Source: an optimization exercise on an open RTL-to-GDS flow (aim: small area, a short achievable clock period and few clock cycles per item). Production flows keep margins and buffers that such runs may drop.
Only simulation tests tie the RTL to the original design; equivalence was not proved.
Power figures rest on the tool's default switching activity, not on a simulated workload.

## willow
## circular_deque
module circular_deque #(
  parameter int DEPTH = cd_pkg::DEPTH_DEFAULT
) (
  input  wire logic          clk,
  input  wire logic          rst_n,
  input  wire logic          in_valid,
  output logic               in_stall,
  input  wire logic [33:0]   in_data,
  output logic               out_valid,
  input  wire logic          out_stall,
  output logic [35:0]        out_data
);
For scale: about 4400 flip-flops, ~76 I/O pins, about 160000 µm² of cells after synthesis.
==> module cd_dpath, before the edit <==
module cd_dpath #(
  parameter int DEPTH = cd_pkg::DEPTH_DEFAULT
) (
  input  wire logic                     clk,
  input  wire logic                     rst_n,
  input  wire logic                     acc,       
  input  wire logic [33:0]              in_data,   
  output logic [cd_pkg::RES_W-1:0]      res        
);
  localparam int IDX_W = $clog2(DEPTH);
  localparam int CNT_W = $clog2(DEPTH + 1);
  logic [cd_pkg::DATA_W-1:0] store_mem [DEPTH];
  logic [IDX_W-1:0] head_r, rear_r, head_nxt, rear_nxt;
  logic [CNT_W-1:0] cnt_r, cnt_nxt;
  logic             empty_r, full_r, empty_nxt, full_nxt;
  logic [cd_pkg::DATA_W-1:0] wdata_r;
  logic                      rear_r_op;    
  logic                      push_ok_r, pop_ok_r;
  logic [1:0]                status_r;
  logic [7:0]                wlo_r;        
  logic [DEPTH/8-1:0]        whi_r;        
  logic [IDX_W-1:0]          waddr_nxt;
  logic [DEPTH-1:0]          rsel_r;
  logic [IDX_W-1:0]          raddr_nxt;
  logic [cd_pkg::DATA_W-1:0] rd_word;
  logic                      in_pop, in_rear;
  always_comb begin
    head_nxt  = head_r;
    rear_nxt  = rear_r;
    cnt_nxt   = cnt_r;
    empty_nxt = empty_r;
    full_nxt  = full_r;
    if (push_ok_r) begin
      if (rear_r_op) rear_nxt = rear_r + 1'b1;
      else           head_nxt = head_r - 1'b1;
      cnt_nxt   = cnt_r + 1'b1;
      empty_nxt = 1'b0;
      full_nxt  = (cnt_r == CNT_W'(DEPTH - 1));
    end
    if (pop_ok_r) begin
      if (rear_r_op) rear_nxt = rear_r - 1'b1;
      else           head_nxt = head_r + 1'b1;
      cnt_nxt   = cnt_r - 1'b1;
      empty_nxt = (cnt_r == CNT_W'(1));
      full_nxt  = 1'b0;
    end
  end
  always_ff @(posedge clk) begin
    if (!rst_n) begin
      head_r  <= '0;
      rear_r  <= '1;
      cnt_r   <= '0;
      empty_r <= 1'b1;
      full_r  <= 1'b0;
    end else begin
      head_r  <= head_nxt;
      rear_r  <= rear_nxt;
      cnt_r   <= cnt_nxt;
      empty_r <= empty_nxt;
      full_r  <= full_nxt;
    end
  end
  assign in_pop    = in_data[33];
  assign in_rear   = in_data[32];
  assign raddr_nxt = in_rear ? rear_nxt : head_nxt;
  assign waddr_nxt = in_rear ? rear_nxt + 1'b1 : head_nxt - 1'b1;
  always_ff @(posedge clk) begin
    if (!rst_n) begin
      push_ok_r <= 1'b0;
      pop_ok_r  <= 1'b0;
    end else begin
      push_ok_r <= acc && !in_pop && !full_nxt;
      pop_ok_r  <= acc &&  in_pop && !empty_nxt;
    end
  end
  always_ff @(posedge clk) begin
    wdata_r   <= in_data[31:0];
    rear_r_op <= in_rear;
    status_r  <= in_pop ? (empty_nxt ? cd_pkg::ST_EMPTY : cd_pkg::ST_DONE)
                        : (full_nxt  ? cd_pkg::ST_FULL  : cd_pkg::ST_DONE);
    for (int i = 0; i < 8; i++)
      wlo_r[i] <= acc && !in_pop && !full_nxt && (waddr_nxt[2:0] == 3'(i));
    for (int i = 0; i < DEPTH/8; i++)
      whi_r[i] <= (waddr_nxt[IDX_W-1:3] == (IDX_W-3)'(i));
    for (int i = 0; i < DEPTH; i++)
      rsel_r[i] <= acc && in_pop && !empty_nxt && (raddr_nxt == IDX_W'(i));
  end
  always_ff @(posedge clk) begin
    for (int i = 0; i < DEPTH; i++)
      if (wlo_r[i % 8] && whi_r[i / 8]) store_mem[i] <= wdata_r;
  end
  localparam int RD_G = 8;
  localparam int RD_N = DEPTH / RD_G;
  logic [cd_pkg::DATA_W-1:0] rd_part [RD_N];
  for (genvar g = 0; g < RD_N; g++) begin : g_rd
    logic [RD_G*cd_pkg::DATA_W-1:0] grp_words;
    for (genvar k = 0; k < RD_G; k++) begin : g_w
      assign grp_words[k*cd_pkg::DATA_W +: cd_pkg::DATA_W] = store_mem[g*RD_G+k];
    end
    cd_rdgrp #(.N(RD_G), .W(cd_pkg::DATA_W)) u_grp (
      .sel   (rsel_r[g*RD_G +: RD_G]),
      .words (grp_words),
      .y     (rd_part[g])
    );
  end
  always_comb begin
    rd_word = '0;
    for (int g = 0; g < RD_N; g++) rd_word = rd_word | rd_part[g];
  end
  assign res = {rd_word, status_r, empty_nxt, full_nxt};
endmodule
Settings: LEC_CHECK=0, CAP_MARGIN=20, CORE_MARGIN=2, CORE_UTILIZATION=50, CTS_CLUSTER_DIAMETER=70, CTS_CLUSTER_SIZE=25, PLACE_DENSITY=0.6, SETUP_SLACK_MARGIN=2.8, SLEW_MARGIN=20, SYNTH_HIERARCHICAL=1; clock period 5.5 ns.
run.sh (not shown) runs the stock make flow with config.mk's settings and CLKGATE_MAP_FILE= SYNTH_SCRIPT=/design/flow/synth_recipe.tcl, a recipe that flattens the netlist after the stock synthesis.
Testbench counts of willow, summed over its fixed seeds: cycles 36,664, items 32,000.
> inputs changed (willow -> tundra)
--- a/flow/design.v
+++ b/flow/design.v
@@ -92,12 +92,11 @@
   logic             empty_r, full_r, empty_nxt, full_nxt;
   logic [cd_pkg::DATA_W-1:0] wdata_r;
   logic                      rear_r_op;    
   logic                      push_ok_r, pop_ok_r;
   logic [1:0]                status_r;
-  logic [7:0]                wlo_r;        
-  logic [DEPTH/8-1:0]        whi_r;        
+  logic [DEPTH-1:0]          wsel_r;       
   logic [IDX_W-1:0]          waddr_nxt;
   logic [DEPTH-1:0]          rsel_r;
   logic [IDX_W-1:0]          raddr_nxt;
   logic [cd_pkg::DATA_W-1:0] rd_word;
   logic                      in_pop, in_rear;
@@ -137,12 +136,24 @@
       full_r  <= full_nxt;
     end
   end
   assign in_pop    = in_data[33];
   assign in_rear   = in_data[32];
-  assign raddr_nxt = in_rear ? rear_nxt : head_nxt;
-  assign waddr_nxt = in_rear ? rear_nxt + 1'b1 : head_nxt - 1'b1;
+  logic rear_up, rear_dn, head_up, head_dn;    
+  assign rear_up = push_ok_r &&  rear_r_op;
+  assign rear_dn = pop_ok_r  &&  rear_r_op;
+  assign head_dn = push_ok_r && !rear_r_op;
+  assign head_up = pop_ok_r  && !rear_r_op;
+  always_comb begin
+    if (in_rear) begin
+      raddr_nxt = rear_up ? rear_r + 7'd1 : rear_dn ? rear_r - 7'd1 : rear_r;
+      waddr_nxt = rear_up ? rear_r + 7'd2 : rear_dn ? rear_r        : rear_r + 7'd1;
+    end else begin
+      raddr_nxt = head_up ? head_r + 7'd1 : head_dn ? head_r - 7'd1 : head_r;
+      waddr_nxt = head_up ? head_r        : head_dn ? head_r - 7'd2 : head_r - 7'd1;
+    end
+  end
   always_ff @(posedge clk) begin
     if (!rst_n) begin
       push_ok_r <= 1'b0;
       pop_ok_r  <= 1'b0;
     end else begin
@@ -153,20 +164,18 @@
   always_ff @(posedge clk) begin
     wdata_r   <= in_data[31:0];
     rear_r_op <= in_rear;
     status_r  <= in_pop ? (empty_nxt ? cd_pkg::ST_EMPTY : cd_pkg::ST_DONE)
                         : (full_nxt  ? cd_pkg::ST_FULL  : cd_pkg::ST_DONE);
-    for (int i = 0; i < 8; i++)
-      wlo_r[i] <= acc && !in_pop && !full_nxt && (waddr_nxt[2:0] == 3'(i));
-    for (int i = 0; i < DEPTH/8; i++)
-      whi_r[i] <= (waddr_nxt[IDX_W-1:3] == (IDX_W-3)'(i));
     for (int i = 0; i < DEPTH; i++)
-      rsel_r[i] <= acc && in_pop && !empty_nxt && (raddr_nxt == IDX_W'(i));
-  end
-  always_ff @(posedge clk) begin
+      wsel_r[i] <= acc && !in_pop && !full_nxt && (waddr_nxt == IDX_W'(i));
     for (int i = 0; i < DEPTH; i++)
-      if (wlo_r[i % 8] && whi_r[i / 8]) store_mem[i] <= wdata_r;
+      rsel_r[i] <= in_pop && !empty_nxt && (raddr_nxt == IDX_W'(i));
+  end
+  always_ff @(posedge clk) begin
+    for (int i = 0; i < DEPTH; i++)
+      if (wsel_r[i]) store_mem[i] <= wdata_r;
   end
   localparam int RD_G = 8;
   localparam int RD_N = DEPTH / RD_G;
   logic [cd_pkg::DATA_W-1:0] rd_part [RD_N];
   for (genvar g = 0; g < RD_N; g++) begin : g_rd
==> comparison <==
Synthesized cell count, willow and tundra, higher one = tundra.
tundra against willow: sequential cell count now sits higher; total power density per cell area now sits at about the same level; maximum frequency now sits lower; final wirelength now sits higher; power share of the clock group now sits higher.
In tundra relative to willow, routed via count divided by cell count had gone up slightly.
Relative to willow, the number of synthesized register bits measured on tundra has increased by a few percent.
Re final area: willow and tundra aren't equal, and the higher value belongs to tundra.
Number of fill cells (tundra vs. willow) increases slightly
Total design power: tundra vs willow up 1.1 mW
Diff tundra..willow | sequential share of layout area | negligible
Testbench counts of tundra, summed over its fixed seeds: cycles 36,664, items 32,000.

-- port drivers added, routing unchanged --
Ports are ideal in the flow. The routed layouts listed here were re-timed in OpenROAD. Step 1 sets driving cells, clkbuf_16 on the clock port and buf_2 on the other inputs (assumed; they add their load-dependent delay and slew). Step 2 times the ports against the registers' clock, not the clock port: input delays grow and output delays shrink by t, the midpoint of the rising clock arrivals with the driver on. Three values: no drivers, after step 1, after step 2; two values: the first two.
run | shift t [ns] | slack for setup (ns) | hold slack, ns | worst register clock-pin slew, ns | worst slew at a driven data input, ns
willow | 1.036 | 2.689 / 2.689 / 1.761 | 0.462 / 0.462 / 0.462 | 0.10 / 0.10 | 0.22
tundra | 1.032 | 2.667 / 2.667 / 1.749 | 0.425 / 0.425 / 0.425 | 0.11 / 0.11 | 0.20
After both steps every run listed still meets setup and hold. For willow, which loses most, drivers alone change the setup slack by 0.000 ns; drivers and shift together by -0.928 ns.
